Background: an optimization exercise with open tools, aiming at small area, a short achievable clock period and few clock cycles per item. Do not read the settings as production practice. Where RTL was checked, it was by simulation tests only, not by an equivalence proof against the original.

==> run a <==
// rotation_matrix_to_quaternion
module rotation_matrix_to_quaternion (
    input  wire logic                         i_clk,
    input  wire logic                         i_rst_n,
    input  wire logic                         i_valid,
    output logic                              o_stall,
    input  wire logic signed [rmq_pkg::DW-1:0] i_m00,
    input  wire logic signed [rmq_pkg::DW-1:0] i_m01,
    input  wire logic signed [rmq_pkg::DW-1:0] i_m02,
    input  wire logic signed [rmq_pkg::DW-1:0] i_m10,
    input  wire logic signed [rmq_pkg::DW-1:0] i_m11,
    input  wire logic signed [rmq_pkg::DW-1:0] i_m12,
    input  wire logic signed [rmq_pkg::DW-1:0] i_m20,
    input  wire logic signed [rmq_pkg::DW-1:0] i_m21,
    input  wire logic signed [rmq_pkg::DW-1:0] i_m22,
    output logic                              o_valid,
    input  wire logic                         i_stall,
    output logic signed [rmq_pkg::DW-1:0]     o_quat_w,
    output logic signed [rmq_pkg::DW-1:0]     o_quat_x,
    output logic signed [rmq_pkg::DW-1:0]     o_quat_y,
    output logic signed [rmq_pkg::DW-1:0]     o_quat_z,
    output logic [1:0]                        o_branch_used,
    output logic                              o_div_fault
);
make LEC_CHECK=0 ABC_CLOCK_PERIOD_IN_PS=2500 CAP_MARGIN=20 CORE_MARGIN=2 CORE_UTILIZATION=40 SETUP_SLACK_MARGIN=3.5 SLEW_MARGIN=20 finish   # period 7.5 ns
run.sh (not shown) runs the stock make flow with config.mk's settings and CLKGATE_MAP_FILE= SYNTH_SCRIPT=/design/flow/synth_recipe.tcl, a recipe that flattens the netlist after the stock synthesis.
==> run b: changes against run a <==
--- a/flow/design.v
+++ b/flow/design.v
@@ -4,18 +4,25 @@
     localparam int FB = 14;
     localparam int ONE = 1 << FB;
     localparam int AW = 17;
     localparam int RW = 16;
     localparam int NW = 17;
     localparam int QB = 15;
     localparam int PW = 17;
     localparam int SIDE_W = 2 + 3 + 3 * NW;
-    localparam logic [15:0] SQ_CUT  = 16'b1111_1111_1101_0100;
-    localparam logic [13:0] DV_CUT  = 14'b11_1111_1111_1111;
+    localparam int HI_IT = 3;
+    localparam logic [15:0] SQ_CUT  = 16'b1010_1010_1010_1000;
+    localparam logic [13:0] DV_CUT  = 14'b10_1010_1010_1010;
+    function automatic int n_cuts(input logic [15:0] m);
+        int c;
+        c = 0;
+        for (int i = 0; i < 16; i++) c = c + int'(m[i]);
+        n_cuts = c;
+    endfunction
     typedef enum logic [1:0] {
         BR_TRACE = 2'd0,
         BR_X     = 2'd1,
         BR_Y     = 2'd2,
         BR_Z     = 2'd3
     } t_branch;
 endpackage
 `default_nettype wire
@@ -54,50 +61,66 @@
             if (!w_diff[18]) begin
                 n_rem  = w_diff[17:0] & RMASK;
                 n_root = ({w_root[k][14:0], 1'b1}) & QMASK;
             end else begin
                 n_rem  = w_cur & RMASK;
                 n_root = ({w_root[k][14:0], 1'b0}) & QMASK;
             end
         end
+        logic [rmq_pkg::SIDE_W-1:0] n_side;
+        if (k == rmq_pkg::HI_IT) begin : g_hi
+            logic [1:0] w_r;
+            assign w_r = w_root[k][k-1:k-2];
+            for (genvar l = 0; l < 3; l++) begin : g_lane
+                logic [NW-1:0] w_n;
+                logic          w_neg;
+                assign w_n   = w_side[k][l*NW +: NW];
+                assign w_neg = w_n[NW-1];
+                assign n_side[l*NW +: NW] = (w_n ^ {NW{w_neg}}) + NW'(w_neg) + NW'(w_r);
+                assign n_side[3*NW + l]   = w_neg;
+            end
+            assign n_side[SIDE_W-1 -: 2] = w_side[k][SIDE_W-1 -: 2];
+        end else begin : g_side
+            assign n_side = w_side[k];
+        end
         if (rmq_pkg::SQ_CUT[k]) begin : g_reg
             logic [17:0]                r_x;
             logic [17:0]                r_rem;
             logic [15:0]                r_root;
             logic [rmq_pkg::SIDE_W-1:0] r_side;
             always_ff @(posedge i_clk) begin
                 if (i_ce) begin
                     r_x    <= n_x;
                     r_rem  <= n_rem;
                     r_root <= n_root;
-                    r_side <= w_side[k];
+                    r_side <= n_side;
                 end
             end
             assign w_x[k+1]    = r_x;
             assign w_rem[k+1]  = r_rem;
             assign w_root[k+1] = r_root;
             assign w_side[k+1] = r_side;
         end else begin : g_pass
             assign w_x[k+1]    = n_x;
             assign w_rem[k+1]  = n_rem;
             assign w_root[k+1] = n_root;
-            assign w_side[k+1] = w_side[k];
+            assign w_side[k+1] = n_side;
         end
     end
     assign o_root = w_root[16];
     assign o_side = w_side[16];
 endmodule
 `default_nettype wire
 `default_nettype none
 import rmq_pkg::*;
 module rmq_div (
     input  wire logic                        i_clk,
     input  wire logic                        i_ce,
-    input  wire logic [3*rmq_pkg::NW-1:0]    i_mag,
+    input  wire logic [3*rmq_pkg::NW-1:0]    i_hi,
     input  wire logic [2:0]                  i_neg,
     input  wire logic [rmq_pkg::RW-1:0]      i_root,
     input  wire logic [1:0]                  i_br,
     output logic [3*rmq_pkg::QB-1:0]         o_q,
     output logic [3*rmq_pkg::PW-1:0]         o_p,
     output logic [2:0]                       o_ovf,
     output logic [2:0]                       o_neg,
     output logic [rmq_pkg::RW-1:0]           o_root,
@@ -108,23 +131,23 @@
     logic [2:0]      w_ovf  [0:14];
     logic [2:0]      w_neg  [0:14];
     logic [RW-1:0]   w_root [0:14];
     logic [1:0]      w_br   [0:14];
     logic [3*PW-1:0] n0_p;
     logic [3*QB-1:0] n0_q;
     logic [2:0]      n0_ovf;
     for (genvar l = 0; l < 3; l++) begin : g_first
-        logic [NW:0]   w_hi;
+        logic [NW-1:0] w_hi;
         logic [PW-1:0] w_p0;
         logic [PW:0]   w_d1;
         logic [PW:0]   w_d2;
         always_comb begin
-            w_hi = {1'b0, i_mag[l*NW +: NW]} + {{(NW - 1){1'b0}}, i_root[15:14]};
-            w_p0 = w_hi[NW:1];
+            w_hi = i_hi[l*NW +: NW];
+            w_p0 = PW'(w_hi[NW-1:1]);
             w_d1 = {1'b0, w_p0} - {2'b00, i_root};
             w_d2 = {1'b0, w_p0} - {1'b0, i_root, 1'b0};
             n0_ovf[l] = !w_d2[PW];
             n0_q[l*QB +: QB] = {!w_d1[PW], {(QB - 1){1'b0}}};
             n0_p[l*PW +: PW] = w_d1[PW] ? {w_p0[PW-2:0], w_hi[0]} : {w_d1[PW-2:0], w_hi[0]};
         end
     end
     for (genvar t = 0; t < 14; t++) begin : g_it
@@ -231,115 +254,121 @@
     input  wire logic                         i_stall,
     output logic signed [rmq_pkg::DW-1:0]     o_quat_w,
     output logic signed [rmq_pkg::DW-1:0]     o_quat_x,
     output logic signed [rmq_pkg::DW-1:0]     o_quat_y,
     output logic signed [rmq_pkg::DW-1:0]     o_quat_z,
     output logic [1:0]                        o_branch_used,
     output logic                              o_div_fault
 );
-    localparam int NSQ = $countones(rmq_pkg::SQ_CUT);
-    localparam int NDV = $countones(rmq_pkg::DV_CUT);
+    localparam int NSQ = rmq_pkg::n_cuts(rmq_pkg::SQ_CUT);
+    localparam int NDV = rmq_pkg::n_cuts(16'(rmq_pkg::DV_CUT));
     localparam int VD  = 3 + NSQ + NDV;
     logic ce;
     logic [VD-1:0] r_vld;
     assign ce      = !(r_vld[VD-1] && i_stall);
     assign o_stall = !ce;
     always_ff @(posedge i_clk) begin
         if (!i_rst_n) begin
             r_vld <= '0;
         end else if (ce) begin
             r_vld <= {r_vld[VD-2:0], i_valid};
         end
     end
+    logic signed [DW+1:0] w_tm1;
+    logic [1:0]           w_br_in;
+    always_comb begin
+        w_tm1 = (DW + 2)'(i_m00) + (DW + 2)'(i_m11) + (DW + 2)'(i_m22) - (DW + 2)'(1);
+        if (!w_tm1[DW+1]) begin
+            w_br_in = BR_TRACE;
+        end else if (i_m11 > i_m00) begin
+            w_br_in = (i_m22 > i_m11) ? BR_Z : BR_Y;
+        end else begin
+            w_br_in = (i_m22 > i_m00) ? BR_Z : BR_X;
+        end
+    end
     logic signed [DW-1:0] m00, m01, m02, m10, m11, m12, m20, m21, m22;
+    logic [1:0]           m_br;
+    logic signed [DW+1:0] m_tm1;
     always_ff @(posedge i_clk) begin
         if (ce) begin
             {m00, m01, m02, m10, m11, m12, m20, m21, m22} <=
                 {i_m00, i_m01, i_m02, i_m10, i_m11, i_m12, i_m20, i_m21, i_m22};
+            m_br  <= w_br_in;
+            m_tm1 <= w_tm1;
         end
     end
-    logic signed [DW+1:0] w_tr;
-    logic signed [DW+2:0] w_rx, w_ry, w_rz, w_rad;
-    logic [1:0]           w_br;
+    logic signed [DW-1:0] w_msel;
+    logic signed [DW+2:0] w_rad_t, w_rad_o, w_rad;
     logic signed [NW-1:0] w_n0, w_n1, w_n2;
     logic [AW:0]          w_a;
-    logic signed [DW+2:0] w_rt;
-    logic                 w_tpos, w_c10, w_c21, w_c20;
-    logic signed [NW-1:0] w_d0, w_d1, w_d2, w_s0, w_s1, w_s2;
     always_comb begin
-        w_tr = (DW + 2)'(m00) + (DW + 2)'(m11) + (DW + 2)'(m22) - (DW + 2)'(1);
-        w_rt = (DW + 3)'(ONE) + (DW + 3)'(m00) + (DW + 3)'(m11) + (DW + 3)'(m22);
-        w_rx = (DW + 3)'(ONE) + (DW + 3)'(m00) - (DW + 3)'(m11) - (DW + 3)'(m22);
-        w_ry = (DW + 3)'(ONE) + (DW + 3)'(m11) - (DW + 3)'(m00) - (DW + 3)'(m22);
-        w_rz = (DW + 3)'(ONE) + (DW + 3)'(m22) - (DW + 3)'(m00) - (DW + 3)'(m11);
-        w_tpos = !w_tr[DW+1];
-        w_c10  = (m11 > m00);
-        w_c21  = (m22 > m11);
-        w_c20  = (m22 > m00);
-        w_d0 = NW'(m21) - NW'(m12);
-        w_d1 = NW'(m02) - NW'(m20);
-        w_d2 = NW'(m10) - NW'(m01);
-        w_s0 = NW'(m01) + NW'(m10);
-        w_s1 = NW'(m02) + NW'(m20);
-        w_s2 = NW'(m12) + NW'(m21);
-        if (w_tpos) begin
-            w_br = BR_TRACE;
-        end else if (w_c10) begin
-            w_br = w_c21 ? BR_Z : BR_Y;
-        end else begin
-            w_br = w_c20 ? BR_Z : BR_X;
-        end
-        unique case (w_br)
-            BR_TRACE: begin w_rad = w_rt; w_n0 = w_d0; w_n1 = w_d1; w_n2 = w_d2; end
-            BR_X:     begin w_rad = w_rx; w_n0 = w_d0; w_n1 = w_s0; w_n2 = w_s1; end
-            BR_Y:     begin w_rad = w_ry; w_n0 = w_d1; w_n1 = w_s0; w_n2 = w_s2; end
-            default:  begin w_rad = w_rz; w_n0 = w_d2; w_n1 = w_s1; w_n2 = w_s2; end
+        unique case (m_br)
+            BR_X:    w_msel = m00;
+            BR_Y:    w_msel = m11;
+            default: w_msel = m22;
+        endcase
+        w_rad_t = (DW + 3)'(m_tm1) + (DW + 3)'(ONE + 1);
+        w_rad_o = ~((DW + 3)'(m_tm1)) + ((DW + 3)'(w_msel) <<< 1) + (DW + 3)'(ONE);
+        w_rad   = (m_br == BR_TRACE) ? w_rad_t : w_rad_o;
+        unique case (m_br)
+            BR_TRACE: begin
+                w_n0 = NW'(m21) - NW'(m12);
+                w_n1 = NW'(m02) - NW'(m20);
+                w_n2 = NW'(m10) - NW'(m01);
+            end
+            BR_X: begin
+                w_n0 = NW'(m21) - NW'(m12);
+                w_n1 = NW'(m01) + NW'(m10);
+                w_n2 = NW'(m02) + NW'(m20);
+            end
+            BR_Y: begin
+                w_n0 = NW'(m02) - NW'(m20);
+                w_n1 = NW'(m01) + NW'(m10);
+                w_n2 = NW'(m12) + NW'(m21);
+            end
+            default: begin
+                w_n0 = NW'(m10) - NW'(m01);
+                w_n1 = NW'(m02) + NW'(m20);
+                w_n2 = NW'(m12) + NW'(m21);
+            end
         endcase
         w_a = w_rad[AW:0];
     end
     logic [AW:0]          f_a;
     logic [1:0]           f_br;
     logic signed [NW-1:0] f_n0, f_n1, f_n2;
     always_ff @(posedge i_clk) begin
         if (ce) begin
             f_a  <= w_a;
-            f_br <= w_br;
+            f_br <= m_br;
             f_n0 <= w_n0;
             f_n1 <= w_n1;
             f_n2 <= w_n2;
         end
     end
-    function automatic logic [NW:0] mag_sign(input logic signed [NW-1:0] n);
-        mag_sign = {n[NW-1], n[NW-1] ? NW'(-n) : NW'(n)};
-    endfunction
-    logic [NW:0] w_ms0, w_ms1, w_ms2;
-    assign w_ms0 = mag_sign(f_n0);
-    assign w_ms1 = mag_sign(f_n1);
-    assign w_ms2 = mag_sign(f_n2);
     logic [RW-1:0]     w_root;
     logic [SIDE_W-1:0] w_sq_side;
     rmq_sqrt u_sqrt (
         .i_clk  (i_clk),
         .i_ce   (ce),
         .i_rad  (f_a[AW] ? AW'(0) : f_a[AW-1:0]),
-        .i_side ({f_br, w_ms2[NW], w_ms1[NW], w_ms0[NW],
-                  w_ms2[NW-1:0], w_ms1[NW-1:0], w_ms0[NW-1:0]}),
+        .i_side ({f_br, 3'b000, f_n2, f_n1, f_n0}),
         .o_root (w_root),
         .o_side (w_sq_side)
     );
     logic [3*QB-1:0] w_q;
     logic [3*PW-1:0] w_p;
     logic [2:0]      w_ovf, w_neg;
     logic [RW-1:0]   w_rt_d;
     logic [1:0]      w_br_d;
     rmq_div u_div (
         .i_clk  (i_clk),
         .i_ce   (ce),
-        .i_mag  (w_sq_side[3*NW-1:0]),
+        .i_hi   (w_sq_side[3*NW-1:0]),
         .i_neg  (w_sq_side[3*NW +: 3]),
         .i_root (w_root),
         .i_br   (w_sq_side[SIDE_W-1 -: 2]),
         .o_q    (w_q),
         .o_p    (w_p),
         .o_ovf  (w_ovf),
         .o_neg  (w_neg),
         .o_root (w_rt_d),
- ABC_AREA: unset -> 1
- ABC_CLOCK_PERIOD_IN_PS: 2500 -> unset
- SETUP_SLACK_MARGIN: 3.5 -> 3.6
- TNS_END_PERCENT: unset -> 5
==> results.txt <==
Of run b and run a, run b has the higher critical path depth (gap 2). Against run a, the via count of run b is larger by about 2.4%. Against run b, the clock-buffer cell count of run a is higher by 142. Setup slack: run a is better than run b (140 ps). Between run b and run a, the lower non-clock buffer count is in run a (gap 642). Between run a and run b, the lower fmax is in run b (gap 3.5%, measured against run b). In run a the sequential share of layout area is higher than in run b, by 14 points.
Testbench counts of run b, summed over its fixed seeds: cycles 4,136, items 4,000.
Only the layout flow was run in run a; the RTL was not checked for function there.

[afterwards: timing with drivers on the ports]
In the flow no input, the clock included, has a driving cell. The finished layouts below were timed again as built, in two steps. Step 1: set_driving_cell puts a clkbuf_16 on i_clk and a buf_2 on each other input, an assumption about the parent block. Step 2 moves the port delays by t, midway between the first and last clock arrival at a register: inputs arrive t later, outputs are due t later. That takes back most of the time a late clock gives input paths. a / b / c = ideal / step 1 / step 2; a / b = the first two.
run | t, ns | setup WS [ns] | worst hold slack (ns) | latest minus earliest clock arrival (ns) | worst register clock-pin slew, ns
run a | 1.000 | 3.342 / 3.342 / 2.781 | 0.394 / 0.394 / 0.394 | 0.093 / 0.094 | 0.07 / 0.07
run b | 0.938 | 3.197 / 3.197 / 2.493 | 0.404 / 0.404 / 0.404 | 0.096 / 0.095 | 0.07 / 0.07
After both steps every run listed still meets setup and hold. The setup slack of run b, which loses most, moves by 0.000 ns with the drivers and by -0.704 ns with both steps.
